This design comes from an exercise in tuning for small area, a short achievable clock period and few clock cycles per item on the open sky130 flow, not from production work.
Power is estimated from default activity; no workload was simulated.

// soc_axi_regfile
module soc_axi_regfile #(
  parameter int TAGW      = 16,
  parameter int MEM_BYTES = 64,
  parameter int NUM_LOG   = 2,
  parameter int ADDRW     = 13
) (
  input  logic                   aclk,
  input  logic                   rst,
  input  logic                   arvalid,
  output logic                   arready,
  input  logic [31:0]            araddr,
  input  logic [TAGW-1:0]        arid,
  input  logic [7:0]             arlen,
  input  logic [1:0]             arburst,
  input  logic [2:0]             arsize,
  output logic                   rvalid,
  input  logic                   rready,
  output logic [31:0]            rdata,
  output logic [1:0]             rresp,
  output logic [TAGW-1:0]        rid,
  output logic                   rlast,
  input  logic                   awvalid,
  output logic                   awready,
  input  logic [31:0]            awaddr,
  input  logic [TAGW-1:0]        awid,
  input  logic [7:0]             awlen,
  input  logic [1:0]             awburst,
  input  logic [2:0]             awsize,
  input  logic                   wvalid,
  output logic                   wready,
  input  logic [31:0]            wdata,
  input  logic [3:0]             wstrb,
  input  logic                   wlast,
  output logic                   bvalid,
  input  logic                   bready,
  output logic [1:0]             bresp,
  output logic [TAGW-1:0]        bid,
  input  logic [31:0]            gpio_in,
  output logic [31:0]            gpio_out,
  output logic [31:0]            pauser,
  output logic [255:0]           cptra_obf_key,
  input  logic [8*NUM_LOG-1:0]   log_char,
  input  logic [NUM_LOG-1:0]     log_empty,
  input  logic [NUM_LOG-1:0]     log_full,
  output logic [NUM_LOG-1:0]     log_rd
);
Size: roughly 1600 cells after synthesis, about 690 flip-flops, roughly 610 I/O pins, roughly 27000 um^2 of cells after synthesis.
export LEC_CHECK = 0
export ABC_CLOCK_PERIOD_IN_PS = 2000
export CAP_MARGIN = 20
export CORE_MARGIN = 2
export CORE_UTILIZATION = 55
export CTS_CLUSTER_DIAMETER = 60
export CTS_CLUSTER_SIZE = 30
export PLACE_DENSITY = 0.7
export SETUP_SLACK_MARGIN = 1.9
export SLEW_MARGIN = 20
create_clock -name core_clock -period 4.0 [get_ports {aclk}]
standard.sh (not shown) runs the stock make flow with config.mk's settings and CLKGATE_MAP_FILE= SYNTH_SCRIPT=/design/flow/synth_recipe.tcl, a recipe that flattens the netlist after the stock synthesis.
==> flow/flow/run.sh <==
#!/bin/bash
# Standard ORFS layout; only the port buffers use a small plain buffer cell.
set -euo pipefail
export BUFFER_PORTS_ARGS="-buffer_cell sky130_fd_sc_hd__buf_1"
bash standard.sh > flow.log 2>&1
The starting point went through all stages and came out clean.
Rerun with:
--- a/flow/design.v
+++ b/flow/design.v
@@ -203,88 +203,107 @@
     end
     if (r_gen) begin
       rdata_q <= r_data;
       rerr_q  <= ~rh_ok_q;
       rid_q   <= rh_id_q;
       rlast_q <= rh_last_q;
     end
   end
-  logic            wh_v_q;
-  logic [WAW-1:0]  wh_addr_q;
-  logic [7:0]      wh_rem_q;
+  logic            wh_v_q, wt_v_q;
+  logic [WAW-1:0]  wh_addr_q, wt_addr_q;
+  logic [7:0]      wh_rem_q, wt_len_q;
   logic            wh_last_q;
   logic            wh_ok_q;        
-  logic            wh_fixed_q;
-  logic            wh_bad_q;
+  logic            wh_fixed_q, wt_fixed_q;
+  logic            wh_bad_q, wt_bad_q;
   logic            wh_err_q;
-  logic [TAGW-1:0] wh_id_q;
+  logic [TAGW-1:0] wh_id_q, wt_id_q;
   logic            awready_q;
   logic            wready_q;
   logic            bvalid_q;
   logic            berr_q;
   logic [TAGW-1:0] bid_q;
   logic            aw_hs;
   logic            aw_bad;
   logic            aw_fixed;
   logic            w_hs;
   logic            w_adv;
   logic            w_wr;
-  logic            wh_v_d, wh_last_d, bvalid_d;
+  logic            wh_v_d, wt_v_d, wh_last_d, bvalid_d;
   logic [7:0]      wh_rem_d;
   logic [WAW-1:0]  w_addr_nxt;
   assign aw_hs      = awvalid & awready_q;
   assign aw_bad     = (awsize != 3'd2) || (awburst == C_BURST_WRAP);
   assign aw_fixed   = (awburst == C_BURST_FIXED);
   assign w_hs       = wvalid & wready_q;
   assign w_adv      = ~wh_v_q | (w_hs & wh_last_q);
   assign w_wr       = w_hs & wh_ok_q;
   assign w_addr_nxt = wh_addr_q + WAW'(1);
   always_comb begin
     if (w_adv) begin
-      wh_v_d    = aw_hs;
-      wh_rem_d  = awlen;
+      wh_v_d    = wt_v_q | aw_hs;
+      wt_v_d    = wt_v_q & aw_hs;
+      wh_rem_d  = wt_v_q ? wt_len_q : awlen;
       wh_last_d = (wh_rem_d == 8'h0);
     end else begin
       wh_v_d    = wh_v_q;
+      wt_v_d    = wt_v_q | aw_hs;
       wh_rem_d  = w_hs ? wh_rem_q - 8'h1 : wh_rem_q;
       wh_last_d = w_hs ? (wh_rem_q == 8'h1) : wh_last_q;
     end
     bvalid_d = (bvalid_q & ~bready) | (w_hs & wh_last_q);
   end
   always_ff @(posedge aclk) begin
     if (rst) begin
       wh_v_q    <= 1'b0;
+      wt_v_q    <= 1'b0;
       awready_q <= 1'b1;
       wready_q  <= 1'b0;
       bvalid_q  <= 1'b0;
     end else begin
       wh_v_q    <= wh_v_d;
-      awready_q <= ~wh_v_d;
+      wt_v_q    <= wt_v_d;
+      awready_q <= ~wt_v_d;
       wready_q  <= wh_v_d & (~wh_last_d | ~bvalid_d);
       bvalid_q  <= bvalid_d;
     end
   end
   always_ff @(posedge aclk) begin
     wh_rem_q  <= wh_rem_d;
     wh_last_q <= wh_last_d;
     if (w_adv) begin
       wh_err_q <= 1'b0;
-      wh_addr_q  <= awaddr[ADDRW-1:2];
-      wh_ok_q    <= ~aw_bad & (awaddr[ADDRW-1:MWW+2] == '0);
-      wh_fixed_q <= aw_fixed;
-      wh_bad_q   <= aw_bad;
-      wh_id_q    <= awid;
+      if (wt_v_q) begin
+        wh_addr_q  <= wt_addr_q;
+        wh_ok_q    <= ~wt_bad_q & (wt_addr_q[WAW-1:MWW] == '0);
+        wh_fixed_q <= wt_fixed_q;
+        wh_bad_q   <= wt_bad_q;
+        wh_id_q    <= wt_id_q;
+      end else begin
+        wh_addr_q  <= awaddr[ADDRW-1:2];
+        wh_ok_q    <= ~aw_bad & (awaddr[ADDRW-1:MWW+2] == '0);
+        wh_fixed_q <= aw_fixed;
+        wh_bad_q   <= aw_bad;
+        wh_id_q    <= awid;
+      end
     end else if (w_hs) begin
       wh_err_q <= wh_err_q | ~wh_ok_q;
       if (!wh_fixed_q) begin
         wh_addr_q <= w_addr_nxt;
-        wh_ok_q   <= ~wh_bad_q & ((wh_ok_q & (wh_addr_q[MWW-1:0] != '1)) | (wh_addr_q == '1));
+        wh_ok_q   <= ~wh_bad_q & (w_addr_nxt[WAW-1:MWW] == '0);
       end
     end
+    if (aw_hs) begin
+      wt_addr_q  <= awaddr[ADDRW-1:2];
+      wt_len_q   <= awlen;
+      wt_fixed_q <= aw_fixed;
+      wt_bad_q   <= aw_bad;
+      wt_id_q    <= awid;
+    end
     if (w_hs & wh_last_q) begin
       berr_q <= wh_err_q | ~wh_ok_q;
       bid_q  <= wh_id_q;
     end
   end
   logic [31:0] w_lane;
   logic [3:0]  w_go;
   assign w_lane = rst ? 32'h0 : wdata;
Outcome: Clock-buffer cell count increases by 5. Maximum frequency barely changes. Critical path depth does not change. Combinational power goes up by a few percent. Total power climbs by a few percent. Area after synthesis went up by a few percent. Worst hold slack improves by 28 ps. Sequential share of layout area hardly moves. Design area rose by a few percent. Wire length is higher by a little under a tenth. Clock skew falls by 8.9 ps.
No functional check of the RTL was part of any run of this note.

## static timing again, ports no longer ideal
How much do the figures lean on ideal ports? The routed layouts below were timed once more, with nothing changed but the port constraints. Step 1 sets driving cells, clkbuf_16 on the clock port and buf_2 on the other inputs (assumed; they add their load-dependent delay and slew). Step 2 also shifts input and output timing later by t, the mid clock arrival at the registers, as if the neighbouring blocks saw the same clock. Slacks: ideal / step 1 / step 2; pairs: ideal / step 1.
run	t, ns	setup slack, ns	pins driven straight from the clock port
the first run	0.655	1.867 / 1.737 / 1.268	1
the second run	0.667	1.869 / 1.706 / 1.198	1
After both steps every run listed still meets setup and hold. The setup slack of the second run, which loses most, moves by -0.163 ns with the drivers and by -0.671 ns with both steps.
